Source: an optimization exercise on an open RTL-to-GDS flow (aim: small area and a short achievable clock period). Production flows keep margins and buffers that such runs may drop.
Where RTL was checked, it was by simulation tests only, not by an equivalence proof against the original.
Only the layout flow was run in runs 3 and 5; the RTL was not checked for function there.
No driver is modelled on the clock port, so clocking that relies on it looks cheaper here than on a real chip.
No activity file was given, so power comes from the tool's default toggle rates.

==> design.v <==
`default_nettype none
package video_pkg;
	localparam int H_TOTAL  = 24;  
	localparam int H_SYNC   = 2;   
	localparam int H_BPORCH = 4;   
	localparam int H_RES    = 16;  
	localparam int V_TOTAL  = 8;   
	localparam int V_SYNC   = 1;   
	localparam int V_BPORCH = 2;   
	localparam int V_RES    = 4;   
	localparam logic HS_POL = 1'b1;
	localparam logic VS_POL = 1'b1;
	localparam int ALIGN_DEPTH = 2;
	localparam int CNT_W = 5;
	typedef enum logic [1:0] {
		PH_SYNC,    
		PH_BPORCH,  
		PH_ACTIVE,  
		PH_FPORCH   
	} line_phase_t;
	typedef struct packed {
		logic [7:0] r;
		logic [7:0] g;
		logic [7:0] b;
	} rgb888_t;
endpackage
`default_nettype wire
`default_nettype none
package buffer_pkg;
	typedef struct packed {
		logic [4:0] r;  
		logic [5:0] g;  
		logic [4:0] b;  
	} rgb565_t;
	localparam int FIFO_DEPTH = 64;  
	localparam int FIFO_AW    = 6;   
endpackage
`default_nettype wire
`timescale 1ns/1ps
`default_nettype none
module video_top (
	input  wire        I_clk,
	input  wire        rst_n1,
	input  wire        de_in,
	input  wire        vs_n_in,    
	input  wire  [7:0] r_in,
	input  wire  [7:0] g_in,
	input  wire  [7:0] b_in,
	output logic       de_out,
	output logic       hs_out,
	output logic       vs_out,
	output logic [7:0] r_out,
	output logic [7:0] g_out,
	output logic [7:0] b_out,
	output logic       overflow,   
	output logic       underflow   
);
	logic        vs_n_d;
	logic        armed;
	logic        wr_en_n;   
	logic [15:0] wr_pixel;
	logic        tg;        
	logic        frame_start;
	assign frame_start = vs_n_d & ~vs_n_in;
	assign wr_en_n     = de_in & (armed | frame_start);
	always_ff @(posedge I_clk or negedge rst_n1)
	begin
		if (!rst_n1)
		begin
			vs_n_d <= 1'b1;
			armed  <= 1'b0;
		end
		else
		begin
			vs_n_d <= vs_n_in;
			if (frame_start)
				armed <= 1'b1;
		end
	end
	always_ff @(posedge I_clk)
		wr_pixel <= {r_in[7:3], g_in[7:2], b_in[7:3]} ^ {16{~tg}};
	logic [4:0] h;
	logic [2:0] v;
	logic       rd_en_n;   
	logic       h_last;
	logic       v_act;
	assign h_last  = (h == 5'd23);
	assign v_act   = (v >= 3'd3) && (v < 3'd7);
	assign rd_en_n = (h >= 5'd4) && (h < 5'd20) && v_act;
	always_ff @(posedge I_clk or negedge rst_n1)
	begin
		if (!rst_n1)
		begin
			h      <= 5'd22;  
			v      <= 3'd7;
			de_out <= 1'b0;
			hs_out <= 1'b0;
			vs_out <= 1'b0;
		end
		else
		begin
			h      <= h_last ? 5'd0 : h + 5'd1;
			if (h_last)
				v <= v + 3'd1;  
			de_out <= (h >= 5'd6) && (h < 5'd22) && v_act;
			hs_out <= (h < 5'd2);
			vs_out <= (v == 3'd0);
		end
	end
	logic [15:0] s [0:63];
	logic [6:0]  count;
	logic        wr_ok;     
	logic        rd_ok;     
	logic        keep_k;    
	logic        clr_k1;    
	logic        ce_wr;     
	logic        co_wr;     
	logic        wpar;      
	logic        ovf_ev;    
	logic        unf_ev;    
	logic [7:0]  wc;        
	logic [7:0]  wr;        
	logic [7:0]  hc [0:3];  
	logic [7:0]  hr;        
	logic       inc, dec;
	logic       is0, is1, is62, is63, is64;
	logic       full_n, empty_n, c63_n, wr_ok_n, rd_ok_n, wpar_n;
	always_comb
	begin
		inc     = wr_ok & ~rd_ok;
		dec     = rd_ok & ~wr_ok;
		is0     = (count == 7'd0);
		is1     = (count == 7'd1);
		is62    = (count == 7'd62);
		is63    = (count == 7'd63);
		is64    = count[6];
		full_n  = (is64 & ~rd_ok) | (is63 & inc);
		empty_n = (is0 & ~wr_ok) | (is1 & dec);
		c63_n   = (is63 & ~inc & ~dec) | (is62 & inc) | (is64 & dec);
		wr_ok_n = wr_en_n & ~full_n;
		rd_ok_n = rd_en_n & ~empty_n;
		wpar_n  = wpar ^ wr_ok;
	end
	always_ff @(posedge I_clk or negedge rst_n1)
	begin
		if (!rst_n1)
		begin
			tg        <= 1'b0;
			count     <= '0;
			wr_ok     <= 1'b0;
			rd_ok     <= 1'b0;
			keep_k    <= 1'b0;
			clr_k1    <= 1'b0;
			ce_wr     <= 1'b0;
			co_wr     <= 1'b0;
			wpar      <= 1'b0;
			ovf_ev    <= 1'b0;
			unf_ev    <= 1'b0;
			wc        <= 8'h01;
			wr        <= 8'h01;
			for (int q = 0; q < 4; q++)
				hc[q] <= 8'h01;
			hr        <= 8'h01;
			overflow  <= 1'b0;
			underflow <= 1'b0;
		end
		else
		begin
			tg     <= ~tg;
			if (inc)
				count <= count + 7'd1;
			else if (dec)
				count <= count - 7'd1;
			wr_ok  <= wr_ok_n;
			rd_ok  <= rd_ok_n;
			keep_k <= full_n & ~rd_ok_n;
			clr_k1 <= wr_ok_n & (~c63_n | rd_ok_n);
			ce_wr  <= wr_ok_n & ~wpar_n;
			co_wr  <= wr_ok_n & wpar_n;
			wpar   <= wpar_n;
			ovf_ev <= wr_en_n & full_n;
			unf_ev <= rd_en_n & empty_n;
			if (wr_ok)
			begin
				wc <= {wc[6:0], wc[7]};
				if (wc[7])
					wr <= {wr[6:0], wr[7]};
			end
			if (rd_ok)
			begin
				for (int q = 0; q < 4; q++)
					hc[q] <= {hc[q][6:0], hc[q][7]};
				if (hc[0][7])
					hr <= {hr[6:0], hr[7]};
			end
			if (ovf_ev)
				overflow <= 1'b1;
			if (unf_ev)
				underflow <= 1'b1;
		end
	end
	logic [7:0]  xk;
	logic [7:0]  xk1;
	logic [7:0]  zc;
	logic [63:0] rsel;
	logic [15:0] ce;    
	logic [15:0] co;    
	always_comb
	begin
		xk  = wc & {8{~keep_k}};
		xk1 = wc & {8{clr_k1}};
		zc  = xk | {xk1[6:0], 1'b0};
		for (int a = 0; a < 8; a++)
		begin
			rsel[8*a] = (wr[a] & xk[0]) | (wr[(a + 7) % 8] & xk1[7]);
			for (int b = 1; b < 8; b++)
				rsel[8*a+b] = wr[a] & zc[b];
		end
		ce = {16{~ce_wr}} | wr_pixel;
		co = {16{~co_wr}} | wr_pixel;
	end
	always_ff @(posedge I_clk)
	begin
		for (int i = 0; i < 64; i++)
			s[i] <= ~(s[i] | ({16{rsel[i]}} & ((i % 2 == 0) ? ce : co)));
	end
	logic [15:0] rd_lo;
	logic [15:0] rd_hi;
	logic [15:0] rd_lo_d;
	logic [15:0] rd_hi_d;
	logic [15:0] row_data [0:7];
	logic        okd;
	always_comb
	begin
		for (int i = 0; i < 8; i++)
		begin
			row_data[i] = '0;
			for (int j = 0; j < 8; j++)
				row_data[i] = row_data[i] | (s[8*i+j] & {16{hc[i/2][j]}});
		end
		rd_lo_d = '0;
		rd_hi_d = '0;
		for (int i = 0; i < 4; i++)
		begin
			rd_lo_d = rd_lo_d | (row_data[i] & {16{hr[i]}});
			rd_hi_d = rd_hi_d | (row_data[i+4] & {16{hr[i+4]}});
		end
	end
	logic [15:0] pix_q;
	always_ff @(posedge I_clk)
	begin
		rd_lo <= rd_lo_d;
		rd_hi <= rd_hi_d;
		okd   <= rd_ok;
		pix_q <= okd ? ((rd_lo | rd_hi) ^ {16{~tg}}) : 16'd0;  
	end
	assign r_out = {pix_q[15:11], 3'b000};
	assign g_out = {pix_q[10:5], 2'b00};
	assign b_out = {pix_q[4:0], 3'b000};
endmodule
`default_nettype wire
==> flow/run.sh <==
#!/bin/bash
# Standard layout, except that the clock port drives the first level of the
# clock tree directly: after CTS the root buffer CTS puts at the port (which
# drives only the few buffers of the next level) is removed and those
# buffers are connected to the port net. Every register keeps the same
# number of buffer levels from the port, so the tree stays balanced.
set -euo pipefail
here=$(pwd)
res=$here/orfs/results/$FLOW_PLATFORM/video_top/base
bash standard.sh synth > $here/make_synth.log 2>&1
bash standard.sh floorplan place cts > $here/make_place_cts.log 2>&1
FLOW_RES=$res openroad -no_init -exit $here/flow/rootfix.tcl > $here/rootfix.log 2>&1
bash standard.sh finish > $here/make_finish.log 2>&1
==> flow/rootfix.tcl <==
set res $::env(FLOW_RES)
read_db $res/4_cts.odb
set block [ord::get_db_block]
set clk [$block findBTerm I_clk]
set inet [$clk getNet]
set loads {}
foreach it [$inet getITerms] { lappend loads $it }
proc try_remove_root {block inet loads} {
  if {[llength $loads] != 1} {
    puts "rootfix: port net has [llength $loads] loads, left as is"
    return
  }
  set root [[lindex $loads 0] getInst]
  set master [[$root getMaster] getName]
  if {![string match "sky130_fd_sc_hd__clkbuf_*" $master]} {
    puts "rootfix: port load $master is not a clock buffer, left as is"
    return
  }
  set onet ""
  foreach it [$root getITerms] {
    if {[$it isOutputSignal]} { set onet [$it getNet] }
  }
  set sinks {}
  foreach it [$onet getITerms] {
    if {[$it isInputSignal]} { lappend sinks $it }
  }
  if {[llength $sinks] > 4} {
    puts "rootfix: root drives [llength $sinks] pins, left as is"
    return
  }
  foreach it $sinks {
    set m [[[$it getInst] getMaster] getName]
    if {![string match "sky130_fd_sc_hd__clkbuf_*" $m]} {
      puts "rootfix: root drives $m, left as is"
      return
    }
  }
  puts "rootfix: removing [$root getName] ($master), port now drives [llength $sinks] buffers"
  foreach it $sinks {
    $it disconnect
    $it connect $inet
  }
  odb::dbInst_destroy $root
  odb::dbNet_destroy $onet
}
try_remove_root $block $inet $loads

# two clkbuf_1 in series in front of each read register's clock pin
set db [ord::get_db]
set bufm [$db findMaster sky130_fd_sc_hd__clkbuf_1]
set n 0
foreach inst [$block getInsts] {
  set nm [$inst getName]
  if {![string match "rd_lo*" $nm] && ![string match "rd_hi*" $nm]} { continue }
  set ck [$inst findITerm CLK]
  if {$ck eq "NULL" || $ck eq ""} { continue }
  set cnet [$ck getNet]
  set loc [$inst getLocation]
  set prev $cnet
  for {set k 0} {$k < 2} {incr k} {
    set b [odb::dbInst_create $block $bufm "rdskew_${n}_$k"]
    set bn [odb::dbNet_create $block "rdskew_net_${n}_$k"]
    $bn setSigType CLOCK
    [$b findITerm A] connect $prev
    [$b findITerm X] connect $bn
    $b setLocation [lindex $loc 0] [lindex $loc 1]
    $b setPlacementStatus PLACED
    set prev $bn
  }
  $ck disconnect
  $ck connect $prev
  incr n
}
puts "rootfix: delayed the clock of $n read registers"
global_connect
detailed_placement
check_placement
write_db $res/4_cts.odb
==> standard.sh <==
#!/bin/bash
# synth_recipe.tcl (not shown) runs the flow's synth.tcl, then flattens the netlist and writes it again
# the make line also repeats each setting of config.mk as NAME=value (left out here)
make -C /OpenROAD-flow-scripts/flow DESIGN_CONFIG=/design/flow/config.mk WORK_HOME=/design/flow/orfs CLKGATE_MAP_FILE= SYNTH_SCRIPT=/design/flow/synth_recipe.tcl "${@:-finish}"
==> config.mk <==
export PLATFORM = sky130hd
export DESIGN_NAME = video_top
export DESIGN_NICKNAME = video_top
export VERILOG_FILES = /design/flow/design.v
export SDC_FILE = /design/flow/constraint.sdc
export NUM_CORES = 4
export LEC_CHECK = 0
export CAP_MARGIN = 20
export CORE_MARGIN = 2
export CORE_UTILIZATION = 60
export CTS_CLUSTER_DIAMETER = 100
export CTS_CLUSTER_SIZE = 25
export SETUP_SLACK_MARGIN = 2.15
export SLEW_MARGIN = 20
==> constraint.sdc <==
create_clock -name core_clock -period 4.0 [get_ports {I_clk}]
set_input_delay 0.8000 -clock core_clock [delete_from_list [all_inputs] [get_ports {I_clk}]]
set_output_delay 0.8000 -clock core_clock [all_outputs]
set_load 0.01 [all_outputs]
==> results.txt, run 1 <==
- The required time of the critical path is 4.31 ns.
- Hold timing on the final database bottoms out at a slack of between 0.3 and 0.4 ns.
- After clock tree synthesis, the clock-pin slew on the worst setup and hold paths is about 0.10 ns.
- Counting distinct cell types in the post-synthesis netlist gives 48.
- The later pin in the worst-skew pair is clocked with a latency of 0.69 ns.
- The number of warnings issued by yosys is 4.
- The die covers between 60000 and 70000 um2.
- The number of max-slew violations in the final report was 0.
- After detailed routing, the number of remaining DRC violations is 0.
- In the layout the commonest cells are sky130_fd_sc_hd__dfxtp_1 (1084), sky130_fd_sc_hd__a21oi_1 (1026), sky130_fd_sc_hd__a22oi_1 (575).
- For this run, the register share of the synthesized area comes to 0.624.
- Counting flops and latches in the post-synthesis netlist gives about 1200.
- The leakage power figure is 17.0 nW.
- For this run, the total global-route usage over all layers was measured as 0.369.
- For the pin with the worst max-slew slack, the measured transition is between 0.9 and 1 ns.
- Global routing finished with a remaining overflow of 0.
- The floorplan has 92 rows.
- In this run the worst hold path is classified as input port to asynchronous set/reset pin.
- The share of async-settable or async-resettable flops after synthesis is 0.0748.
- The floorplan step defined a core boundary enclosing 63300 um2.
- Setup violations remaining at the end of the flow were counted as 0.
- The detailed-routed wire length on met2 is roughly 56000 um.
- Routability-driven placement finished with a final weighted congestion of 0.895.
- In this run the top signal layer used is met5.
- Buffers placed on the I/O ports in this run total 40.
- The share of total power dissipated in combinational logic is 0.077.
- For the worst setup path, the data arrival time is roughly 2.1 ns.
- The kind of end point of the critical path is a register.
- The first-pass GRT wire length is 184000 um.
- Counting along the longest clock path gives a buffer depth of 3.
- The final layout contains 3562 nets.
- Of the total power, the share spent switching nets is 0.261.
- The worst setup path is of the register to register kind.
- The post-detailed-route via-to-cell ratio is between 6 and 7.
- For this design the total switching power over the nets is 0.00520 W.
- The total standard cell area after synthesis is 38500 um2.
- The fraction of final layout cells sized beyond drive strength 1 is 0.0992.
- IR analysis of the VDD net gives a maximum drop of roughly 0.45 mV.
- The worst path in the final design needs a cycle of approximately 1.8 ns, including I/O delays and setup.
- The number of clock buffers added by TritonCTS is 53.
- Setup repair after global routing left no endpoint under its margin.
- 57 I/O pins were placed.
- The final routed wirelength across all metal layers is approximately 130000 um.
- The cell sitting at the root of the clock tree is a sky130_fd_sc_hd__clkbuf_16.
- The total clock sinks is about 1200.
- The CTS H-tree depth is 2.
- The vertical die dimension is around 260 um.
- Static timing analysis puts the maximum clock frequency at 549 MHz.
- Relative to the synthesized area, the layout overhead comes to 7.82%.
- The total length of routed met3 wires is 14400 um.
- The clock network power share is 0.321.
- The run finished with no timing, DRC or antenna violations.
- The internal cell power is 0.0147 W.
- The predominant post-synthesis flop cell is sky130_fd_sc_hd__dfxtp_1.
- Summing over every cut layer, the via total after detailed routing is just over 30000.
- The highest fanout seen on the critical path is 16.
- The share of total power dissipated in sequential elements is 0.602.
- Dividing total power by cell area gives a power density of between 400 and 500 nW/um2.
- The die is around 260 um wide.
- Headroom to the max-slew limit came out at 0.396.
- The initial antenna violation count is 4.
- The max-capacitance violation count is 0.
- The detailed-route wire length per cell is slightly below 30 um.
- The first routing iteration left 4298 violations.
- The number of global-route vias before repair is a little under 30000.
- The post-detailed-route count of antenna-violating nets is 0.
- Yosys mapped a number of flops with a built-in enable equal to 0.
- In the finished design, the share of the clock period the worst path needs comes to 0.455.
- The average size of a mapped cell is 10.5 um2.
- The detailed-route wire length on metal 1 is between 50000 and 60000 um.
- The initial core utilization is 0.608.
- The pin count of the biggest net entering global routing is 46.
- The most common cell after layout, fill and taps aside is sky130_fd_sc_hd__dfxtp_1.
- For the final routed database, the setup TNS stands at 0 ns.
- The final hold violation count is 0.
- The first detailed-routing pass took 6 iterations.
- Between clock sinks in the finished design, the worst skew comes to ~0.25 ns.
- Synthesis produced between 3000 and 4000 cells.
- Detailed placement ended at an HPWL of between 70000 and 80000 um.
- TritonCTS built the clock tree.
- STA classifies the critical path startpoint as a register.
critical path: stages (launching register included):
cell                      delay [ns]
sky130_fd_sc_hd__dfrtp_1        0.48
sky130_fd_sc_hd__inv_2          0.21
sky130_fd_sc_hd__a22oi_2        0.11
sky130_fd_sc_hd__buf_4          0.22
sky130_fd_sc_hd__nor2b_4        0.51
sky130_fd_sc_hd__a21oi_1        0.15
flip-flops by register name, indices dropped and copies added, names as in the netlist, 5 cells and up:
register  count
count         7
hr            8
rd_hi        16
wc            8
rd_lo        16
pix_q        16
wr_pixel     16
s          1024
hc           32
h             5
wr            8
synthesized netlist by cell type (8+ instances only):
cell | instances | area [um2]
sky130_fd_sc_hd__a21boi_0 | 16 | 120
sky130_fd_sc_hd__or3_1 | 17 | 106
sky130_fd_sc_hd__dfrtp_1 | 74 | 1850
sky130_fd_sc_hd__nor2_1 | 10 | 37.5
sky130_fd_sc_hd__buf_2 | 71 | 355
sky130_fd_sc_hd__inv_1 | 13 | 48.8
sky130_fd_sc_hd__xnor2_1 | 21 | 184
sky130_fd_sc_hd__a22o_1 | 8 | 70.1
sky130_fd_sc_hd__ha_1 | 12 | 150
sky130_fd_sc_hd__dfxtp_1 | 1089 | 21800
sky130_fd_sc_hd__a21oi_1 | 1026 | 5130
sky130_fd_sc_hd__nor2b_1 | 58 | 363
sky130_fd_sc_hd__clkbuf_1 | 314 | 1180
sky130_fd_sc_hd__o21ai_0 | 24 | 120
sky130_fd_sc_hd__dfstp_2 | 14 | 368
sky130_fd_sc_hd__nand2b_1 | 34 | 213
sky130_fd_sc_hd__buf_4 | 8 | 60.1
sky130_fd_sc_hd__nand4_1 | 130 | 813
sky130_fd_sc_hd__mux2_2 | 54 | 608
sky130_fd_sc_hd__a22oi_1 | 576 | 4320
sky130_fd_sc_hd__nand2_1 | 43 | 161
metrics by stage:
step	power, W	instance area, um2	worst slack, ns	utilization	instances
global route	0.0205	41500	2.15	0.656	4384
floorplan	0.0130	38600	2.17	-	3675
finish	0.0199	41500	2.18	0.656	4386
CTS	0.0195	41000	1.93	0.647	4304
global placement	0.0136	38900	1.55	0.614	4208
detailed placement	0.0136	38900	1.50	0.614	4208
power by group through the flow:
stage	clock (W)	combinational [W]	sequential, W
3_3_place_gp	0	0.00138	0.0122
6_report	0.00639	0.00153	0.0120
2_1_floorplan	0	0.000859	0.0121
3_5_place_dp	0	0.00142	0.0122
5_1_grt	0.00688	0.00155	0.0120
4_1_cts	0.00609	0.00145	0.0120
logic make-up (layout without fill, tap and decap cells):
logic type | after synthesis | after routing | share of synthesized area
compound gates | 1666 | 1666 | 0.258
flops | 1177 | 1177 | 0.624
buf+inv | 412 | 275 | 0.0434
simple gates | 316 | 316 | 0.0481
mux | 56 | 56 | 0.0163
xor+xnor | 28 | 28 | 0.00637
fa+ha+maj | 12 | 12 | 0.00390
other cells | 1 | 10 | 0.0000974
layout make-up:
class	count	area, um2
Clock buffer	69	1370
Clock inverter	1	30.0
Multi-Input combinational cell	2086	13300
Sequential cell	1177	24200
Timing Repair Buffer	127	1270
Tap cell	846	1060
Fill cell	4877	21800
Buffer	64	240
Inverter	14	52.6
Antenna cell	2	5.00
path summary, 6_finish.rpt:
path,startpoint,to,slack (ns),cells past startpoint
max in group asynchronous,rst_n1,hc[3][0],2.83,2
hold / removal,rst_n1,wr_ok,0.37,1
min in group core_clock,s[23][12],s[23][12],0.41,1
setup / recovery,keep_k,s[20][13],2.18,5
setup reg to reg,keep_k,s[20][13],2.18,5
hold reg to reg,s[23][12],s[23][12],0.41,1
per-layer routing:
metal,track usage,up-vias
met2,0.556,1906
met5,0,-
met1,0.512,15000
li1,-,13100
met4,0.148,4
met3,0.0888,281
what timing repair did:
| action | in CTS | in global routing |
|---|---|---|
| cloned | 0 | 0 |
| pin swaps | 8 | 0 |
| resized for setup | 211 | 10 |
| setup endpoints to repair | 1097 | 178 |
| buffers inserted | 25 | 17 |
| hold buffers | 0 | 0 |
==> run 2, diff against run 1 <==
--- a/config.mk
+++ b/config.mk
@@ -10,5 +10,5 @@
 export CORE_UTILIZATION = 60
 export CTS_CLUSTER_DIAMETER = 100
 export CTS_CLUSTER_SIZE = 25
-export SETUP_SLACK_MARGIN = 2.15
+export SETUP_SLACK_MARGIN = 2.25
 export SLEW_MARGIN = 20
==> run 2 against run 1 <==
  * Flip-flop and latch count is the same
  * Sequential power is essentially flat
  * Utilization increased by 0.90 points
  * Count of clock-buffer cells in the layout fell by 1
  * First-iteration DRC count decreased by 0.60%
  * Total power increased by 0.32%
==> results.txt, run 2 <==
- The fraction of the cycle the final worst path needs is 0.446 (-0.00947).
- In the synthesized netlist, the cells that appear most often are sky130_fd_sc_hd__dfxtp_1 (1089), sky130_fd_sc_hd__a21oi_1 (1026), sky130_fd_sc_hd__a22oi_1 (576).
- The max-capacitance violation count came to 0 (unchanged).
- The pin count of the biggest net entering global routing is 52 (+13%).
- The worst setup path is launched from a register.
- The number of DRC violations after detailed routing is 0 (unchanged).
- The count of fill cells added during filler insertion is 4770 (-2.2%).
- By instance count, the leading cell after synthesis is sky130_fd_sc_hd__dfxtp_1.
- The xor-xnor portion of the synthesized cell area is 0.00637 (unchanged).
- The HPWL after detailed placement is 70900 um (about the same).
- The minimum setup slack in the final design is 2.22 ns (+0.0379 ns).
- The initial antenna violation count is 4 (unchanged).
- The placement row count is 92 (unchanged).
- The maximum clock skew at final layout is 0.238 ns (-0.0115 ns).
- The critical path goes through buf_2.
- The classification of the worst setup path is register to output port.
- The number of max-slew violations in the final report is 0 (unchanged).
- The worst supply voltage drop on vdd is 0.497 mV (+9.3%).
- Sorting the synthesized cells by area gives the leading types as sky130_fd_sc_hd__dfxtp_1 (57%), sky130_fd_sc_hd__a21oi_1 (13%), sky130_fd_sc_hd__a22oi_1 (11%).
- The clock insertion delay at the later pin of the skew report is 0.67 ns (-0.02 ns).
- The number of register bits inferred by synthesis was 1177 (unchanged).
- The final count of negative-setup-slack endpoints is 0 (unchanged).
- The max-slew headroom at the worst pin was 0.472 (+0.0761).
- The die span in x came to 257 um (unchanged).
- The largest stage delay on the critical path is 0.39 ns (-0.12 ns).
- The deepest clock path buffer count was 3 (unchanged).
- The detailed-route wire length per cell came to 29.2 um (+0.93%).
- The data arrival at the endpoint of the critical path came to 0.98 ns (-1.16 ns).
- The post-detailed-route via-to-cell ratio is 6.94 (+0.74%).
- The highest-delay cell along the critical path is sky130_fd_sc_hd__dfrtp_1.
- The post-placement setup slack is 1.48 ns (-0.0124 ns).
- The number of warnings issued by yosys is 4 (unchanged).
- The synthesized-area fraction occupied by and/or/nand/nor cells came to 0.0481 (unchanged).
- The predominant post-synthesis flop cell is sky130_fd_sc_hd__dfxtp_1.
- The transition time at the pin with the least slew margin came to 0.792 ns (-0.114 ns).
- The count of routing violations after the opening detailed-route iteration is 4272 (-0.60%).
- The average size of a mapped cell was 10.5 um2 (unchanged).
- The total placed instance area came to 38900 um2 (about the same).
- The library cell used most frequently in the layout, excluding fill and tap cells, is sky130_fd_sc_hd__dfxtp_1.
- The top cell types in the final layout, fill and taps aside, are sky130_fd_sc_hd__dfxtp_1 (1081), sky130_fd_sc_hd__a21oi_1 (1026), sky130_fd_sc_hd__a22oi_1 (572).
- After synthesis, the largest family of logic cells by area is compound AO/OA/AOI/OAI gates.
- The overall via count from detail_route came to 30700 (+1.6%).
- The total track usage came to 0.376 (+0.00688).
- The kind of cell adding the most delay to the critical path is flip-flops.
- The sequential area share after synthesis is 0.624 (unchanged).
- The required time of the critical path is 3.20 ns (-1.11 ns).
- The number of detailed-route iterations in the first pass is 6 (unchanged).
- The number of flip-flops in the largest register is 1024 (unchanged).
- The synthesized-area fraction occupied by adder cells is 0.00390 (unchanged).
- The final setup TNS is 0 ns (unchanged).
- The achievable clock frequency is 561 MHz (+2.1%).
- The multiplexer share of the synthesized area is 0.0163 (unchanged).
- The initial core utilization is 0.608 (unchanged).
- The minimum clock period is 1.78 ns (-0.0379 ns).
- The total grt overflow came to 0 (unchanged).
- The count of hold buffers inserted by post-cts repair was 0 (unchanged).
- The total I/O pin count is 57 (unchanged).
- The number of buffers created by CTS is 53 (unchanged).
- The gate count after technology mapping is 3668 (unchanged).
- The area of the die is 66200 um2 (unchanged).
- The highest fanout seen on the critical path is 2 (-14).
- The quantity of I/O buffers inserted on ports is 40 (unchanged).
- The total standard cell area after synthesis is 38500 um2 (unchanged).
- The post-synthesis compound-gate area fraction is 0.258 (unchanged).
- The fraction of final layout cells sized beyond drive strength 1 is 0.113 (+0.0140).
- The register clock-pin slew on the reported worst setup and hold paths is 0.10 ns (about the same).
- The vertical die dimension was 257 um (unchanged).
- The final net count came to 3603 (+1.2%).
- From synthesis to final layout, the design area changed by 9.30%.
- The largest register by flop count is s.
- The first-pass GRT wire length is 188000 um (+2.0%).
- The count of unique library cells instantiated by Yosys came to 48 (unchanged).
- The flow ran to the end and the layout has no timing, DRC or antenna violations.
- The clock root buffer is sky130_fd_sc_hd__clkbuf_16.
- The number of global-route vias before repair is 29700 (+2.0%).
- The total clock sinks was 1177 (unchanged).
- The CTS H-tree depth came to 2 (unchanged).
- The area of the core is 63300 um2 (unchanged).
- The number of flops mapped to enable cells by yosys was 0 (unchanged).
- The area share of the largest cell type after synthesis is 0.566 (unchanged).
- The combined area of the multi-input logic cells came to 13400 um2 (+0.33%).
- The biggest area contributor in the post-synthesis netlist is sky130_fd_sc_hd__dfxtp_1.
- Setup repair after global routing could not meet its margin everywhere.
- TritonCTS built the clock tree.
- The post-route standard cell area excluding fillers is 42100 um2 (+1.4%).
- The post-detailed-route count of antenna-violating nets is 0 (unchanged).
- The share of async-settable or async-resettable flops after synthesis came to 0.0748 (unchanged).
- The leakage power figure was 17.3 nW (+1.8%).
- The final hold violation count is 0 (unchanged).
- The largest registers in the layout are s (1024), hc (32).
- The final routed wirelength across all metal layers is 129000 um (+1.8%).
- The area taken by flip-flops and latches is 24200 um2 (about the same).
- The path class of the tightest hold or removal check is register to register.
- The power density over the cells is 475 nW/um2 (-1.0%).
- The routability congestion estimate from global placement came to 0.887 (-0.87%).
- The buffers plus inverters on the worst setup path is 1 (-1).
- The kind of end point of the critical path is an output port.
[run 2: cell counts after synthesis]
No cell type changed its count.
[run 2: report_power, final]
part	internal, W	switching, W	leakage [nW]
Sequential	0.0118	0.000216	10.2
Clock	0.00266	0.00371	0.747
Combinational	0.000303	0.00131	6.35
Total	0.0148	0.00523	17.3
[run 2: logic make-up (layout without fill, tap and decap cells)]
| logic type | count (synthesis) | in the layout |
|---|---|---|
| multiplexers | 56 | 56 |
| XOR/XNOR | 28 | 28 |
| flip-flops | 1177 | 1177 |
| AO/OA/AOI/OAI | 1666 | 1666 |
| other | 1 | 9 |
| AND/OR/NAND/NOR | 316 | 316 |
| adder cells (fa/ha/maj) | 12 | 12 |
| buffers and inverters | 412 | 315 |
[run 2: path summary, 6_finish.rpt]
path / startpoint / cells after the start / to / slack (ns)
worst max-delay path: overflow / 1 / overflow / 2.22
worst min-delay path: s[6][4] / 1 / s[6][4] / 0.41
worst max register to register: tg / 2 / pix_q[6] / 2.22
worst min register to register: s[6][4] / 1 / s[6][4] / 0.41
max in group asynchronous: rst_n1 / 2 / hc[3][0] / 2.76
min in group asynchronous: rst_n1 / 1 / h[0] / 0.43
[run 2: final cells by class]
type	instances	share of cell area
buffer	64	0.00571
inverter	14	0.00137
clock buffer	68	0.0323
sequential	1177	0.574
clock inverter	1	0.000713
multi-input combinational	2086	0.318
timing repair buffer	168	0.0426
tap	846	0.0251
antenna	1	0.0000594
[run 2: repair_timing]
action,CTS,global route
gates resized for setup,216,34
pin swaps,10,5
setup buffers,68,9
gates cloned,0,1
setup endpoints to repair,1098,516
[run 2: metrics by stage]
step,hold slack [ns],total power (W),util,std cells
2_1_floorplan,0.370,0.0130,-,3675
3_5_place_dp,0.400,0.0136,0.615,4213
4_1_cts,0.226,0.0195,0.658,4351
6_report,0.411,0.0200,0.665,4425
3_3_place_gp,0.397,0.0136,0.615,4213
5_1_grt,0.419,0.0205,0.665,4424
[run 2: routing by layer]
layer / GRT usage / part of all wire
met5: 0 / 0
met4: 0.156 / 0.042
met3: 0.0702 / 0.11
met2: 0.571 / 0.44
met1: 0.529 / 0.41
==> run 3, diff against run 2 <==
--- a/design.v
+++ b/design.v
@@ -120,7 +120,7 @@
 	logic        unf_ev;    
 	logic [7:0]  wc;        
 	logic [7:0]  wr;        
-	logic [7:0]  hc [0:3];  
+	logic [7:0]  hc [0:0];  
 	logic [7:0]  hr;        
 	logic       inc, dec;
 	logic       is0, is1, is62, is63, is64;
@@ -158,7 +158,7 @@
 			unf_ev    <= 1'b0;
 			wc        <= 8'h01;
 			wr        <= 8'h01;
-			for (int q = 0; q < 4; q++)
+			for (int q = 0; q < 1; q++)
 				hc[q] <= 8'h01;
 			hr        <= 8'h01;
 			overflow  <= 1'b0;
@@ -188,7 +188,7 @@
 			end
 			if (rd_ok)
 			begin
-				for (int q = 0; q < 4; q++)
+				for (int q = 0; q < 1; q++)
 					hc[q] <= {hc[q][6:0], hc[q][7]};
 				if (hc[0][7])
 					hr <= {hr[6:0], hr[7]};
@@ -236,7 +236,7 @@
 		begin
 			row_data[i] = '0;
 			for (int j = 0; j < 8; j++)
-				row_data[i] = row_data[i] | (s[8*i+j] & {16{hc[i/2][j]}});
+				row_data[i] = row_data[i] | (s[8*i+j] & {16{hc[0][j]}});
 		end
 		rd_lo_d = '0;
 		rd_hi_d = '0;
==> run 3 against run 2 <==
  * Global-route usage is 3.8 points higher
  * Worst setup slack improved by 0.0014 ns
  * Largest power group unchanged
  * Sequential share of layout area is 2.5 points lower
  * Highest routed layer unchanged
==> results.txt, run 3 <==
- Yosys attributes the largest share of cell area to sky130_fd_sc_hd__dfxtp_1 (58%), sky130_fd_sc_hd__a21oi_1 (14%), sky130_fd_sc_hd__a22oi_1 (12%).
- The quantity of I/O buffers inserted on ports came to 40 (unchanged).
- The register clock-pin slew on the reported worst setup and hold paths was 0.10 ns (about the same).
- The required time of the critical path is 3.20 ns (about the same).
- The share of total power consumed by net switching is 0.259 (-0.00293).
- The area share of the largest cell type after synthesis is 0.580 (+0.0142).
- The hold slack was 0.363 ns (-0.0477 ns).
- The count of unique library cells instantiated by Yosys is 48 (unchanged).
- Setup repair after global routing could not meet its margin everywhere.
- The initial core utilization is 0.608 (about the same).
- The worst supply voltage drop on vdd came to 0.456 mV (-8.3%).
- sky130_fd_sc_hd__dfxtp_1 takes more of the synthesized area than any other cell.
- The number of register bits inferred by synthesis is 1153 (-2.0%).
- The number of detailed-route iterations in the first pass came to 6 (unchanged).
- The gate count after technology mapping is 3601 (-1.8%).
- The number of flops mapped to enable cells by yosys was 0 (unchanged).
- The power dissipated by switching net loads was 0.00508 W (-3.0%).
- The area of the die is 64600 um2 (-2.4%).
- The max-capacitance violation count is 0 (unchanged).
- The overall via count from detail_route was 31400 (+2.4%).
- The flow ran to the end and the layout has no timing, DRC or antenna violations.
- The min-delay analysis places its worst path in the category input port to asynchronous set/reset pin.
- The minimum setup slack in the final design is 2.22 ns (+0.00145 ns).
- The cell family contributing the most delay on the critical path is flip-flops.
- The max-slew headroom at the worst pin came to 0.168 (-0.303).
- The initial antenna violation count is 2 (-2).
- STA classifies the critical path startpoint as a register.
- The final setup TNS came to 0 ns (unchanged).
- The first-pass GRT wire length came to 196000 um (+4.1%).
- The minimum clock period is 1.78 ns (-0.00145 ns).
- Traced cell by cell, the critical path runs through buf_2.
- The area growth from synthesis to layout is 13.8%.
- Leaving out fill and tap cells, the most frequent cells in the layout are sky130_fd_sc_hd__dfxtp_1 (1085), sky130_fd_sc_hd__a21oi_1 (1025), sky130_fd_sc_hd__a22oi_1 (481).
- The power density over the cells was 459 nW/um2 (-3.4%).
- The final count of negative-setup-slack endpoints was 0 (unchanged).
- The count of hold buffers inserted by post-cts repair is 0 (unchanged).
- The worst setup path is captured at an output port.
- The combinational share of power was 0.081 (about the same).
- The placement row count is 91 (-1.1%).
- The detailed-route wire length per cell came to 30.6 um (+4.8%).
- The count of routing violations after the opening detailed-route iteration is 4723 (+11%).
- The largest stage delay on the critical path is 0.40 ns (about the same).
- The number of max-slew violations in the final report is 0 (unchanged).
- The tree is rooted in a sky130_fd_sc_hd__clkbuf_16.
- The highest-delay cell along the critical path is sky130_fd_sc_hd__dfrtp_1.
- The number of global-route vias before repair is 30000 (+1.2%).
- The highest fanout seen on the critical path was 2 (unchanged).
- The final net count is 3652 (+1.4%).
- Among all cell types in the netlist, the one instantiated most often is sky130_fd_sc_hd__dfxtp_1.
- The number of warnings issued by yosys came to 4 (unchanged).
- The count of fill cells added during filler insertion is 4532 (-5.0%).
- The maximum clock skew at final layout is 0.240 ns (+0.00214 ns).
- The share of async-settable or async-resettable flops after synthesis is 0.0555 (-0.0193).
- Among all flip-flop cells after synthesis, the most frequent one is sky130_fd_sc_hd__dfxtp_1.
- The number of DRC violations after detailed routing is 0 (unchanged).
- The largest register by flop count is s.
- TritonCTS built the clock tree.
- The total I/O pin count is 57 (unchanged).
- The post-placement setup slack is 1.45 ns (-0.0305 ns).
- The number of buffers created by CTS was 52 (-1.9%).
- The buffers plus inverters on the worst setup path was 1 (unchanged).
- The HPWL after detailed placement is 69100 um (-2.4%).
- The final cell count without fillers is 4467 (+0.95%).
- The total track usage is 0.413 (+0.0376).
- The vertical die dimension is 254 um (-1.2%).
- The area of the core is 61800 um2 (-2.3%).
- The total clock sinks was 1153 (-2.0%).
- The worst setup path startpoint is underflow.
- The CTS H-tree depth came to 2 (unchanged).
- The routability congestion estimate from global placement came to 0.811 (-8.6%).
- The post-detailed-route count of antenna-violating nets was 0 (unchanged).
- The post-detailed-route via-to-cell ratio was 7.04 (+1.4%).
- The clock network power share is 0.321 (+0.003).
- The data arrival at the endpoint of the critical path is 0.98 ns (about the same).
- The final hold violation count is 0 (unchanged).
- The internal cell power is 0.0145 W (-1.5%).
- The number of flip-flops in the largest register is 1024 (unchanged).
- The share of total power in sequential cells is 0.598 (-0.003).
- The deepest clock path buffer count is 3 (unchanged).
- The fraction of the cycle the final worst path needs is 0.446 (about the same).
- By startpoint and endpoint, the worst setup path is classified as register to output port.
- The fraction of final layout cells sized beyond drive strength 1 is 0.140 (+0.0267).
- The total design power was 0.0196 W (-1.9%).
- The post-placement cell count is 4222 (+0.21%).
- The final routed wirelength across all metal layers is 137000 um (+5.8%).
- Counting instances in the post-synthesis netlist gives the leading cell types as sky130_fd_sc_hd__dfxtp_1 (1089), sky130_fd_sc_hd__a21oi_1 (1026), sky130_fd_sc_hd__a22oi_1 (576).
- The clock insertion delay at the later pin of the skew report was 0.67 ns (about the same).
- The sequential area share after synthesis is 0.623 (about the same).
- The total grt overflow came to 0 (unchanged).
- The die span in x is 254 um (-1.2%).
- The transition time at the pin with the least slew margin came to 1.25 ns (+0.455 ns).
- The most common cell after layout, fill and taps aside is sky130_fd_sc_hd__dfxtp_1.
- The leakage power figure is 17.5 nW (+1.1%).
- The achievable clock frequency is 561 MHz (about the same).
- The total standard cell area after synthesis is 37600 um2 (-2.4%).
- The pin count of the biggest net entering global routing is 47 (-9.6%).
- The beginning of the worst register-to-register path is clr_k1.
- The average size of a mapped cell came to 10.4 um2 (-0.63%).
## run 3: changes by cell type after synthesis
| cell | before | now |
|---|---|---|
| sky130_fd_sc_hd__mux2_2 | 54 | 30 |
| sky130_fd_sc_hd__clkbuf_1 | 314 | 281 |
| sky130_fd_sc_hd__buf_2 | 71 | 75 |
| sky130_fd_sc_hd__buf_1 | 4 | 14 |
| sky130_fd_sc_hd__dfrtp_1 | 74 | 53 |
| sky130_fd_sc_hd__dfstp_2 | 14 | 11 |
## run 3: cells by family after synthesis
logic type	Yosys count	share of synthesized area
buffers and inverters	393	0.0428
flip-flops	1153	0.623
XOR/XNOR	28	0.00653
adder cells (fa/ha/maj)	12	0.00400
AO/OA/AOI/OAI	1666	0.265
other	1	0.0000998
AND/OR/NAND/NOR	316	0.0493
multiplexers	32	0.00952
## run 3: layout make-up
cell class	count	area, um2	area share
sequential	1153	23500	0.549
clock buffer	63	1340	0.0314
tap	837	1050	0.0245
clock inverter	1	30.0	0.000702
inverter	14	52.6	0.00123
timing repair buffer	266	3290	0.0771
antenna	7	17.5	0.000410
buffer	64	240	0.00562
multi-input combinational	2062	13300	0.310
## run 3: timing repair
item | in CTS | in global routing
endpoints found under the setup margin | 775 | 317
pin swaps | 69 | 13
cloned | 22 | 0
gates resized for setup | 298 | 28
buffers inserted | 73 | 15
## run 3: stage by stage
| step | instance area (um2) | util |
|---|---|---|
| 2_1_floorplan | 37600 | - |
| 3_3_place_gp | 38500 | 0.623 |
| 3_5_place_dp | 38500 | 0.623 |
| 4_1_cts | 42300 | 0.684 |
| 5_1_grt | 42700 | 0.691 |
| 6_report | 42800 | 0.692 |
## run 3: per-layer routing
| layer | vias up | wire length [um] | global-route usage | part of all wire |
|---|---|---|---|---|
| met1 | 15500 | 53200 | 0.562 | 0.39 |
| met3 | 432 | 16700 | 0.0956 | 0.12 |
| li1 | 13200 | - | - | - |
| met2 | 2305 | 59200 | 0.618 | 0.43 |
| met5 | - | 0 | 0 | 0 |
| met4 | 0 | 7500 | 0.213 | 0.055 |
## run 3: final timing paths
kind                             end  slack [ns]  cells past startpoint
setup / recovery           underflow        2.22                      1
hold / removal                  h[0]        0.36                      1
setup reg to reg             s[0][8]        2.23                      3
hold reg to reg            s[53][13]        0.41                      1
max in group asynchronous   hc[0][0]        2.86                      2
min in group core_clock    s[53][13]        0.41                      1
## run 3: power groups by stage
| stage | Combinational [W] | Clock (W) | Sequential [W] |
|---|---|---|---|
| final | 0.00158 | 0.00630 | 0.0117 |
| after global routing | 0.00160 | 0.00674 | 0.0117 |
| after CTS | 0.00145 | 0.00599 | 0.0117 |
| after detailed placement | 0.00142 | 0 | 0.0120 |
| after global placement | 0.00138 | 0 | 0.0120 |
| after floorplan | 0.000859 | 0 | 0.0119 |
==> run 4, diff against run 3 <==
--- a/design.v
+++ b/design.v
@@ -120,7 +120,7 @@
 	logic        unf_ev;    
 	logic [7:0]  wc;        
 	logic [7:0]  wr;        
-	logic [7:0]  hc [0:0];  
+	logic [7:0]  hc [0:1];  
 	logic [7:0]  hr;        
 	logic       inc, dec;
 	logic       is0, is1, is62, is63, is64;
@@ -158,7 +158,7 @@
 			unf_ev    <= 1'b0;
 			wc        <= 8'h01;
 			wr        <= 8'h01;
-			for (int q = 0; q < 1; q++)
+			for (int q = 0; q < 2; q++)
 				hc[q] <= 8'h01;
 			hr        <= 8'h01;
 			overflow  <= 1'b0;
@@ -188,7 +188,7 @@
 			end
 			if (rd_ok)
 			begin
-				for (int q = 0; q < 1; q++)
+				for (int q = 0; q < 2; q++)
 					hc[q] <= {hc[q][6:0], hc[q][7]};
 				if (hc[0][7])
 					hr <= {hr[6:0], hr[7]};
@@ -236,7 +236,7 @@
 		begin
 			row_data[i] = '0;
 			for (int j = 0; j < 8; j++)
-				row_data[i] = row_data[i] | (s[8*i+j] & {16{hc[0][j]}});
+				row_data[i] = row_data[i] | (s[8*i+j] & {16{hc[i/4][j]}});
 		end
 		rd_lo_d = '0;
 		rd_hi_d = '0;
==> run 4 against run 3 <==
  * Register-to-register slack better by 0.05 ns
  * Worst setup slack better by 0.0016 ns
  * Synthesized cell count up 0.47%
  * First-iteration DRC count down 21%
  * Utilization down 2.6 points
  * Count of clock-buffer cells in the layout down 3
  * Flip-flop and latch count up 8
  * Combinational power down 9%
  * Global-route usage down 5.0 points
  * Die area up 0.78%
  * Wire length down 11%
==> results.txt, run 4 <==
- The flow ran to the end and the layout has no timing, DRC or antenna violations.
- The largest register by flop count is s.
- The number of global-route vias before repair was 28900 (-3.6%).
- The area share of the largest cell type after synthesis is 0.576 (-0.00456).
- The number of flip-flops in the largest register is 1024 (unchanged).
- The clock insertion delay at the later pin of the skew report came to 0.66 ns (about the same).
- The pin count of the biggest net entering global routing is 73 (+55%).
- The hold slack was 0.413 ns (+0.0494 ns).
- The HPWL after detailed placement is 69600 um (+0.58%).
- The number of detailed-route iterations in the first pass is 5 (-1).
- The final hold violation count is 0 (unchanged).
- The slack of the worst reg-to-reg path is 2.28 ns (+0.05 ns).
- Counting instances, the worst hold path has a depth of 1.
- The number of register bits inferred by synthesis came to 1161 (+0.69%).
- The maximum clock skew at final layout is 0.218 ns (-0.0221 ns).
- The final count of negative-setup-slack endpoints came to 0 (unchanged).
- The achievable clock frequency was 562 MHz (about the same).
- The gate count after technology mapping is 3618 (+0.47%).
- The required time of the critical path is 3.20 ns (about the same).
- The number of warnings issued by yosys is 4 (unchanged).
- The initial antenna violation count came to 1 (-1).
- The number of DRC violations after detailed routing is 0 (unchanged).
- The critical path in this run is classified as register to output port.
- sky130_fd_sc_hd__dfxtp_1 is the most common cell in the netlist.
- The sequential area share after synthesis is 0.624 (about the same).
- The first-pass GRT wire length was 178000 um (-9.4%).
- The data arrival at the endpoint of the critical path came to 0.98 ns (about the same).
- The post-detailed-route via-to-cell ratio came to 6.77 (-3.8%).
- The startpoint identified for the worst hold timing path is s[7][15].
- The fraction of final layout cells sized beyond drive strength 1 came to 0.119 (-0.0211).
- The total standard cell area after synthesis is 37900 um2 (+0.79%).
- The CTS tree is done.
- The quantity of I/O buffers inserted on ports was 40 (unchanged).
- The min-delay analysis places its worst path in the category register to register.
- The total placed instance area is 38800 um2 (+0.82%).
- The leakage power figure is 17.2 nW (-1.7%).
- The critical path goes through buf_2.
- In the layout the commonest cells are sky130_fd_sc_hd__dfxtp_1 (1079), sky130_fd_sc_hd__a21oi_1 (1025), sky130_fd_sc_hd__a22oi_1 (550).
- The die span in x was 255 um (+0.39%).
- The register clock-pin slew on the reported worst setup and hold paths is 0.10 ns (about the same).
- The startpoint kind of the worst setup timing path is a register.
- The deepest clock path buffer count is 3 (unchanged).
- In this run the critical register-to-register path is launched from keep_k.
- The highest-delay cell along the critical path is sky130_fd_sc_hd__dfrtp_1.
- The cell count along the critical path is 1 (unchanged).
- The worst supply voltage drop on vdd came to 0.369 mV (-19%).
- The count of unique library cells instantiated by Yosys is 47 (-2.1%).
- The share of async-settable or async-resettable flops after synthesis is 0.0620 (+0.00651).
- The detailed-route wire length per cell is 27.3 um (-11%).
- The max-capacitance violation count is 0 (unchanged).
- The final routed wirelength across all metal layers is 121000 um (-11%).
- The critical path starts at overflow.
- The final setup TNS is 0 ns (unchanged).
- In the synthesized netlist the dominant register cell turns out to be sky130_fd_sc_hd__dfxtp_1.
- The placement row count is 92 (+1.1%).
- The number of flops mapped to enable cells by yosys is 0 (unchanged).
- The most critical setup path has its endpoint at overflow.
- Clock tree synthesis selected as its root buffer the cell sky130_fd_sc_hd__clkbuf_16.
- The post-route standard cell area excluding fillers is 41700 um2 (-2.4%).
- The worst setup path is captured at an output port.
- The fraction of the cycle the final worst path needs came to 0.445 (about the same).
- The transition time at the pin with the least slew margin came to 1.17 ns (-0.0755 ns).
- The max-slew headroom at the worst pin is 0.219 (+0.0503).
- Counting instances in the post-synthesis netlist gives the leading cell types as sky130_fd_sc_hd__dfxtp_1 (1089), sky130_fd_sc_hd__a21oi_1 (1026), sky130_fd_sc_hd__a22oi_1 (576).
- The total clock sinks is 1161 (+0.69%).
- The vertical die dimension is 255 um (+0.39%).
- The initial core utilization came to 0.604 (-0.00407).
- The post-detailed-route count of antenna-violating nets came to 0 (unchanged).
- By area the synthesized netlist is led by sky130_fd_sc_hd__dfxtp_1 (58%), sky130_fd_sc_hd__a21oi_1 (14%), sky130_fd_sc_hd__a22oi_1 (11%).
- sky130_fd_sc_hd__dfxtp_1 takes more of the synthesized area than any other cell.
- The count of fill cells added during filler insertion is 4788 (+5.6%).
- The CTS H-tree depth is 2 (unchanged).
- The total design power came to 0.0195 W (-0.74%).
- The area of the die is 65100 um2 (+0.78%).
- The total track usage is 0.364 (-0.0496).
- The end of the worst register-to-register path is s[53][7].
- The most common cell after layout, fill and taps aside is sky130_fd_sc_hd__dfxtp_1.
- The number of buffers created by CTS came to 52 (unchanged).
- The power density over the cells came to 467 nW/um2 (+1.7%).
- The routability congestion estimate from global placement is 0.855 (+5.4%).
- The final net count is 3631 (-0.58%).
- The number of antenna diodes was 0 (-7).
- The total grt overflow is 0 (unchanged).
- The total I/O pin count is 57 (unchanged).
- The largest stage delay on the critical path is 0.39 ns (about the same).
- The minimum clock period came to 1.78 ns (-0.00162 ns).
- The kind of cell adding the most delay to the critical path is flip-flops.
- Setup repair after global routing could not meet its margin everywhere.
- The area of the core came to 62700 um2 (+1.5%).
- The number of max-slew violations in the final report is 0 (unchanged).
- The buffers plus inverters on the worst setup path is 1 (unchanged).
- The count of routing violations after the opening detailed-route iteration is 3723 (-21%).
- The highest fanout seen on the critical path is 2 (unchanged).
- The logic depth of the worst register-to-register path was 6 (+3).
- The area growth from synthesis to final layout is 10.2%.
- The average size of a mapped cell was 10.5 um2 (+0.32%).
- The overall via count from detail_route came to 30100 (-4.2%).
-- run 4: cell types whose count changed after synthesis, sizes merged --
| cell | change |
|---|---|
| clkbuf | -25 |
| dfrtp | +7 |
| mux2 | +8 |
| dfstp | +1 |
| buf | +26 |
-- run 4: cell families after synthesis --
logic type / share of synthesized area
compound gates: 0.263
xor+xnor: 0.00648
fa+ha+maj: 0.00396
buf+inv: 0.0426
flops: 0.624
mux: 0.0118
other cells: 0.0000990
simple gates: 0.0489
-- run 4: layout make-up --
type / count / area (um2) / area share
Clock buffer: 60 / 1330 / 0.0319
Timing Repair Buffer: 229 / 2310 / 0.0553
Sequential cell: 1161 / 23700 / 0.568
Inverter: 14 / 52.6 / 0.00126
Multi-Input combinational cell: 2070 / 13000 / 0.312
Buffer: 64 / 240 / 0.00576
Tap cell: 846 / 1060 / 0.0254
Clock inverter: 3 / 33.8 / 0.000809
-- run 4: power breakdown --
| group | switching [W] | internal [W] | total (W) |
|---|---|---|---|
| sequential | 0.000163 | 0.0116 | 0.0118 |
| combinational | 0.00112 | 0.000306 | 0.00143 |
| clock | 0.00362 | 0.00263 | 0.00625 |
| total | 0.00490 | 0.0146 | 0.0195 |
-- run 4: per-layer routing --
layer  track usage  vias to the layer above  part of all wire
li1              -                    13200                 -
met1         0.469                    14800              0.39
met2         0.591                     1758              0.46
met3        0.0544                      360             0.093
met4         0.199                        0             0.056
met5             0                        -                 0
-- run 4: worst min-delay path by stage --
| stage | end | slack, ns |
|---|---|---|
| after floorplan | okd | 0.37 |
| after global placement | s[28][14] | 0.40 |
| after detailed placement | s[47][11] | 0.40 |
| after CTS | h[0] | 0.28 |
| after global routing | s[7][15] | 0.42 |
| final | s[7][15] | 0.41 |
-- run 4: repair_timing --
item	CTS	global route
hold buffers	0	0
setup buffers	62	7
gates cloned	1	0
endpoints found under the setup margin	1035	245
pin swaps	17	3
resized for setup	216	24
-- run 4: through the flow --
step                std cells  worst slack [ns]   util
global route             4447              2.17  0.665
CTS                      4377              1.98  0.659
floorplan                3625              2.20      -
finish                   4447              2.22  0.665
detailed placement       4250              1.52  0.619
global placement         4250              1.54  0.619
==> run 5, diff against run 4 <==
--- a/design.v
+++ b/design.v
@@ -111,8 +111,8 @@
 	logic [6:0]  count;
 	logic        wr_ok;     
 	logic        rd_ok;     
-	logic        keep_k;    
-	logic        clr_k1;    
+	logic [7:0]  xk;        
+	logic [7:0]  xk1;       
 	logic        ce_wr;     
 	logic        co_wr;     
 	logic        wpar;      
@@ -120,11 +120,12 @@
 	logic        unf_ev;    
 	logic [7:0]  wc;        
 	logic [7:0]  wr;        
-	logic [7:0]  hc [0:1];  
+	logic [7:0]  hc [0:3];  
 	logic [7:0]  hr;        
 	logic       inc, dec;
 	logic       is0, is1, is62, is63, is64;
 	logic       full_n, empty_n, c63_n, wr_ok_n, rd_ok_n, wpar_n;
+	logic [7:0] wc_n;
 	always_comb
 	begin
 		inc     = wr_ok & ~rd_ok;
@@ -140,6 +141,7 @@
 		wr_ok_n = wr_en_n & ~full_n;
 		rd_ok_n = rd_en_n & ~empty_n;
 		wpar_n  = wpar ^ wr_ok;
+		wc_n    = wr_ok ? {wc[6:0], wc[7]} : wc;
 	end
 	always_ff @(posedge I_clk or negedge rst_n1)
 	begin
@@ -149,8 +151,8 @@
 			count     <= '0;
 			wr_ok     <= 1'b0;
 			rd_ok     <= 1'b0;
-			keep_k    <= 1'b0;
-			clr_k1    <= 1'b0;
+			xk        <= 8'h01;
+			xk1       <= 8'h00;
 			ce_wr     <= 1'b0;
 			co_wr     <= 1'b0;
 			wpar      <= 1'b0;
@@ -158,7 +160,7 @@
 			unf_ev    <= 1'b0;
 			wc        <= 8'h01;
 			wr        <= 8'h01;
-			for (int q = 0; q < 2; q++)
+			for (int q = 0; q < 4; q++)
 				hc[q] <= 8'h01;
 			hr        <= 8'h01;
 			overflow  <= 1'b0;
@@ -173,8 +175,8 @@
 				count <= count - 7'd1;
 			wr_ok  <= wr_ok_n;
 			rd_ok  <= rd_ok_n;
-			keep_k <= full_n & ~rd_ok_n;
-			clr_k1 <= wr_ok_n & (~c63_n | rd_ok_n);
+			xk     <= wc_n & {8{~(full_n & ~rd_ok_n)}};
+			xk1    <= wc_n & {8{wr_ok_n & (~c63_n | rd_ok_n)}};
 			ce_wr  <= wr_ok_n & ~wpar_n;
 			co_wr  <= wr_ok_n & wpar_n;
 			wpar   <= wpar_n;
@@ -188,7 +190,7 @@
 			end
 			if (rd_ok)
 			begin
-				for (int q = 0; q < 2; q++)
+				for (int q = 0; q < 4; q++)
 					hc[q] <= {hc[q][6:0], hc[q][7]};
 				if (hc[0][7])
 					hr <= {hr[6:0], hr[7]};
@@ -199,16 +201,12 @@
 				underflow <= 1'b1;
 		end
 	end
-	logic [7:0]  xk;
-	logic [7:0]  xk1;
 	logic [7:0]  zc;
 	logic [63:0] rsel;
 	logic [15:0] ce;    
 	logic [15:0] co;    
 	always_comb
 	begin
-		xk  = wc & {8{~keep_k}};
-		xk1 = wc & {8{clr_k1}};
 		zc  = xk | {xk1[6:0], 1'b0};
 		for (int a = 0; a < 8; a++)
 		begin
@@ -236,7 +234,7 @@
 		begin
 			row_data[i] = '0;
 			for (int j = 0; j < 8; j++)
-				row_data[i] = row_data[i] | (s[8*i+j] & {16{hc[i/4][j]}});
+				row_data[i] = row_data[i] | (s[8*i+j] & {16{hc[i/2][j]}});
 		end
 		rd_lo_d = '0;
 		rd_hi_d = '0;
--- a/config.mk
+++ b/config.mk
@@ -10,5 +10,5 @@
 export CORE_UTILIZATION = 60
 export CTS_CLUSTER_DIAMETER = 100
 export CTS_CLUSTER_SIZE = 25
-export SETUP_SLACK_MARGIN = 2.25
+export SETUP_SLACK_MARGIN = 2.15
 export SLEW_MARGIN = 20
==> run 5 against run 4 <==
  * Worst setup slack lost 0.15 ns
  * Non-clock buffer count shrank 78
  * Combinational power grew 13%
  * Critical endpoint is now xk1[4]
  * Die area grew 2.4%
  * Sequential power is essentially flat
  * Utilization shrank 1.3 points
  * Hold slack lost 0.036 ns
  * Via count grew 1.3%
  * Highest routed layer is now met5
  * Largest cell class unchanged
  * Clock skew grew 0.016 ns
==> results.txt, run 5 <==
- The run finished with no timing, DRC or antenna violations.
- The fraction of the cycle the final worst path needs came to 0.482 (+0.0371).
- The count of routing violations after the opening detailed-route iteration is 3887 (+4.4%).
- The detailed-route wire length per cell is 28.4 um (+4.1%).
- The number of buffers created by CTS came to 53 (+1.9%).
- The average size of a mapped cell is 10.5 um2 (+0.23%).
- The fraction of final layout cells sized beyond drive strength 1 came to 0.105 (-0.0141).
- By count the netlist is led by sky130_fd_sc_hd__dfxtp_1 (1089), sky130_fd_sc_hd__a21oi_1 (1027), sky130_fd_sc_hd__a22oi_1 (576).
- The clock network power share is 0.321 (about the same).
- The CTS H-tree depth is 2 (unchanged).
- The worst supply voltage drop on vdd is 0.391 mV (+6.1%).
- The total track usage was 0.368 (+0.00470).
- The clock insertion delay at the later pin of the skew report is 0.66 ns (about the same).
- The count of unique library cells instantiated by Yosys is 48 (+2.1%).
- The register clock-pin slew on the reported worst setup and hold paths is 0.10 ns (about the same).
- The max-slew headroom at the worst pin was 0.253 (+0.0342).
- The placement row count is 93 (+1.1%).
- The worst setup path is captured at a register.
- The pin count of the biggest net entering global routing is 54 (-26%).
- The total grt overflow is 0 (unchanged).
- The total I/O pin count is 57 (unchanged).
- The final net count is 3618 (-0.36%).
- The achievable clock frequency was 518 MHz (-7.7%).
- The share of total power consumed by net switching came to 0.256 (+0.00452).
- The count of hold buffers inserted by post-cts repair was 0 (unchanged).
- The required time of the critical path is 4.31 ns (+1.11 ns).
- The number of detailed-route iterations in the first pass is 7 (+2).
- The number of register bits inferred by synthesis is 1191 (+2.6%).
- The share of total power in sequential cells is 0.599 (-0.007).
- The first-pass GRT wire length is 186000 um (+4.6%).
- The final setup TNS is 0 ns (unchanged).
- The count of fill cells added during filler insertion is 5011 (+4.7%).
- s holds more flip-flops than any other register.
- The gate count after technology mapping is 3698 (+2.2%).
- The leading cell type by number of instances after synthesis is sky130_fd_sc_hd__dfxtp_1.
- Setup repair after global routing could not meet its margin everywhere.
- The transition time at the pin with the least slew margin is 1.12 ns (-0.0513 ns).
- The internal cell power was 0.0150 W (+3.0%).
- The share of async-settable or async-resettable flops after synthesis is 0.0856 (+0.0236).
- The deepest clock path buffer count is 3 (unchanged).
- The slack of the worst reg-to-reg path came to 2.07 ns (-0.21 ns).
- The final hold violation count was 0 (unchanged).
- The worst hold path belongs to the class input port to asynchronous set/reset pin.
- TritonCTS built the clock tree.
- The number of global-route vias before repair came to 29500 (+1.8%).
- The die span in x is 258 um (+1.2%).
- The combinational share of power is 0.080 (+0.007).
- The HPWL after detailed placement is 73200 um (+5.3%).
- The total standard cell area after synthesis is 38800 um2 (+2.4%).
- STA classifies the critical path startpoint as a register.
- The power density over the cells is 482 nW/um2 (+3.3%).
- The final routed wirelength across all metal layers is 127000 um (+4.2%).
- Compared with the post-synthesis result, the final layout area differs by 7.99%.
- The minimum clock period was 1.93 ns (+0.148 ns).
- The final cell count without fillers came to 4453 (+0.13%).
- The post-detailed-route via-to-cell ratio came to 6.85 (+1.1%).
- The initial core utilization is 0.604 (about the same).
- The post-detailed-route count of antenna-violating nets is 0 (unchanged).
- The overall via count from detail_route is 30500 (+1.3%).
- The library cells used most frequently in the layout, excluding fill and tap cells, are sky130_fd_sc_hd__dfxtp_1 (1084), sky130_fd_sc_hd__a21oi_1 (1026), sky130_fd_sc_hd__a22oi_1 (565).
- The post-route standard cell area excluding fillers is 41900 um2 (+0.38%).
- The highest fanout seen on the critical path is 8 (+6).
- The leakage power figure came to 17.3 nW (+0.42%).
- The data arrival at the endpoint of the critical path came to 2.24 ns (+1.26 ns).
- The initial antenna violation count is 5 (+4).
- The max-capacitance violation count is 0 (unchanged).
- The area of the die is 66700 um2 (+2.4%).
- The number of flip-flops in the largest register is 1024 (unchanged).
- The routability congestion estimate from global placement is 0.873 (+2.1%).
- After synthesis, the cell types taking the most area are sky130_fd_sc_hd__dfxtp_1 (56%), sky130_fd_sc_hd__a21oi_1 (13%), sky130_fd_sc_hd__a22oi_1 (11%).
- Among all flip-flop cells after synthesis, the most frequent one is sky130_fd_sc_hd__dfxtp_1.
- The total clock sinks is 1191 (+2.6%).
- The area share of the largest cell type after synthesis was 0.562 (-0.0138).
- The library cell used most frequently in the layout, excluding fill and tap cells, is sky130_fd_sc_hd__dfxtp_1.
- The final count of negative-setup-slack endpoints came to 0 (unchanged).
- The classification of the worst setup path is register to register.
- The total placed instance area is 39500 um2 (+1.9%).
- The quantity of I/O buffers inserted on ports came to 40 (unchanged).
- The number of antenna diodes was 0 (unchanged).
- The vertical die dimension is 258 um (+1.2%).
- The power dissipated by switching net loads is 0.00517 W (+5.5%).
- The maximum clock skew at final layout is 0.234 ns (+0.0158 ns).
- The number of warnings issued by yosys came to 4 (unchanged).
- The number of DRC violations after detailed routing was 0 (unchanged).
- The number of max-slew violations in the final report is 0 (unchanged).
- The synthesized design spends more area on one cell type than any other, namely sky130_fd_sc_hd__dfxtp_1.
- The largest registers in the layout are s (1024), hc (32).
- The area of the core is 64200 um2 (+2.4%).
- In this run the clock root is driven by a sky130_fd_sc_hd__clkbuf_16.
- The number of flops mapped to enable cells by yosys is 0 (unchanged).
- The post-placement cell count was 4287 (+0.87%).
- The sequential area share after synthesis was 0.628 (+0.00454).
==> run 5: changes by cell type after synthesis, moves of 7 or more <==
cell,delta
sky130_fd_sc_hd__a22oi_2,-7
sky130_fd_sc_hd__buf_2,-75
sky130_fd_sc_hd__nor2_1,+10
sky130_fd_sc_hd__buf_1,-31
sky130_fd_sc_hd__inv_1,+8
sky130_fd_sc_hd__mux2_2,+9
sky130_fd_sc_hd__dfrtp_1,+27
sky130_fd_sc_hd__clkbuf_1,+123
==> run 5: cell families after synthesis <==
| group | synth area share |
|---|---|
| xor gates and xnor gates | 0.00632 |
| and+or+nand+nor | 0.0502 |
| other | 0.0000967 |
| muxes | 0.0154 |
| adders and majority gates | 0.00387 |
| buffers and inverters | 0.0412 |
| DFF | 0.628 |
| AOI/OAI and AO/OA | 0.255 |
==> run 5: critical path, cell delays in order (launching register included) <==
cell and delay [ns]:
sky130_fd_sc_hd__dfrtp_2 0.47, sky130_fd_sc_hd__buf_8 0.14, sky130_fd_sc_hd__ha_4 0.16, sky130_fd_sc_hd__or3b_4 0.38, sky130_fd_sc_hd__a211o_1 0.30, sky130_fd_sc_hd__a22oi_4 0.16
sky130_fd_sc_hd__buf_12 0.16, sky130_fd_sc_hd__nor3_1 0.05
==> run 5: through the flow <==
stage / hold slack (ns) / setup WS, ns / util / total power [W]
after floorplan: 0.386 / 2.01 / - / 0.0131
after global placement: 0.397 / 1.61 / 0.616 / 0.0137
after detailed placement: 0.400 / 1.59 / 0.616 / 0.0138
after CTS: 0.204 / 2.01 / 0.646 / 0.0198
after global routing: 0.418 / 2.03 / 0.652 / 0.0207
final: 0.377 / 2.07 / 0.652 / 0.0202
==> run 5: area by class of cell <==
cell class	count	area (um2)	share of cell area
Buffer	64	240	0.00573
Clock buffer	72	1420	0.0339
Clock inverter	2	20.0	0.000478
Inverter	21	81.3	0.00194
Multi-Input combinational cell	2097	13300	0.316
Sequential cell	1191	24500	0.585
Tap cell	855	1070	0.0255
Timing Repair Buffer	151	1320	0.0314
==> run 5: power groups by stage <==
stage / Sequential, W / Combinational (W) / Clock (W)
2_1_floorplan: 0.0123 / 0.000808 / 0
3_3_place_gp: 0.0123 / 0.00142 / 0
3_5_place_dp: 0.0123 / 0.00145 / 0
4_1_cts: 0.0121 / 0.00152 / 0.00621
5_1_grt: 0.0121 / 0.00164 / 0.00698
6_report: 0.0121 / 0.00161 / 0.00649
==> run 5: final timing paths <==
check | cells after the start | from | endpoint
worst max-delay path | 7 | rd_ok | xk1[4]
worst min-delay path | 1 | rst_n1 | hc[1][3]
worst max register to register | 7 | rd_ok | xk1[4]
worst min register to register | 1 | s[11][12] | s[11][12]
max in group asynchronous | 2 | rst_n1 | wc[0]
min in group core_clock | 1 | s[11][12] | s[11][12]
==> run 5: layer usage <==
layer,track usage,routed length (um),vias to the layer above,share of wire
met5,0,22,-,0.00017
met4,0.163,5860,4,0.046
met3,0.0574,12100,323,0.096
met2,0.566,56300,1804,0.45
met1,0.519,52200,15200,0.41
li1,-,-,13200,-
==> run 5: what timing repair did <==
action                                  CTS  global route
gates cloned                              1             0
endpoints found under the setup margin  641           144
setup buffers                            24             3
pin swaps                                12             4
gates resized for setup                 188            37

[re-timing with driven ports]
No port has a modelled driver above. Below, the same layouts with a new extraction and two added sets of constraints.
Step 1 sets driving cells, clkbuf_16 on the clock port and buf_2 on the other inputs (assumed; they add their load-dependent delay and slew).
Step 2 moves the port delays by t, midway between the first and last clock arrival at a register: inputs arrive t later, outputs are due t later. That takes back most of the time a late clock gives input paths.
Three values: no drivers, after step 1, after step 2; two values: the first two.
run	t, ns	setup WS [ns]	hold slack, ns	latest minus earliest clock arrival (ns)
run 1	0.690	2.179 / 2.085 / 1.695	0.375 / 0.268 / 0.412	0.267 / 0.267
run 2	0.683	2.216 / 2.083 / 1.814	0.411 / 0.320 / 0.411	0.252 / 0.251
run 3	0.675	2.218 / 2.086 / 1.875	0.363 / 0.256 / 0.413	0.251 / 0.251
run 4	0.679	2.220 / 2.085 / 1.916	0.413 / 0.339 / 0.413	0.227 / 0.227
run 5	0.683	2.071 / 2.071 / 1.610	0.377 / 0.301 / 0.412	0.240 / 0.240
After both steps setup and hold are still met in every run listed. For run 1, which loses most, drivers alone change the setup slack by -0.094 ns; drivers and shift together by -0.484 ns.
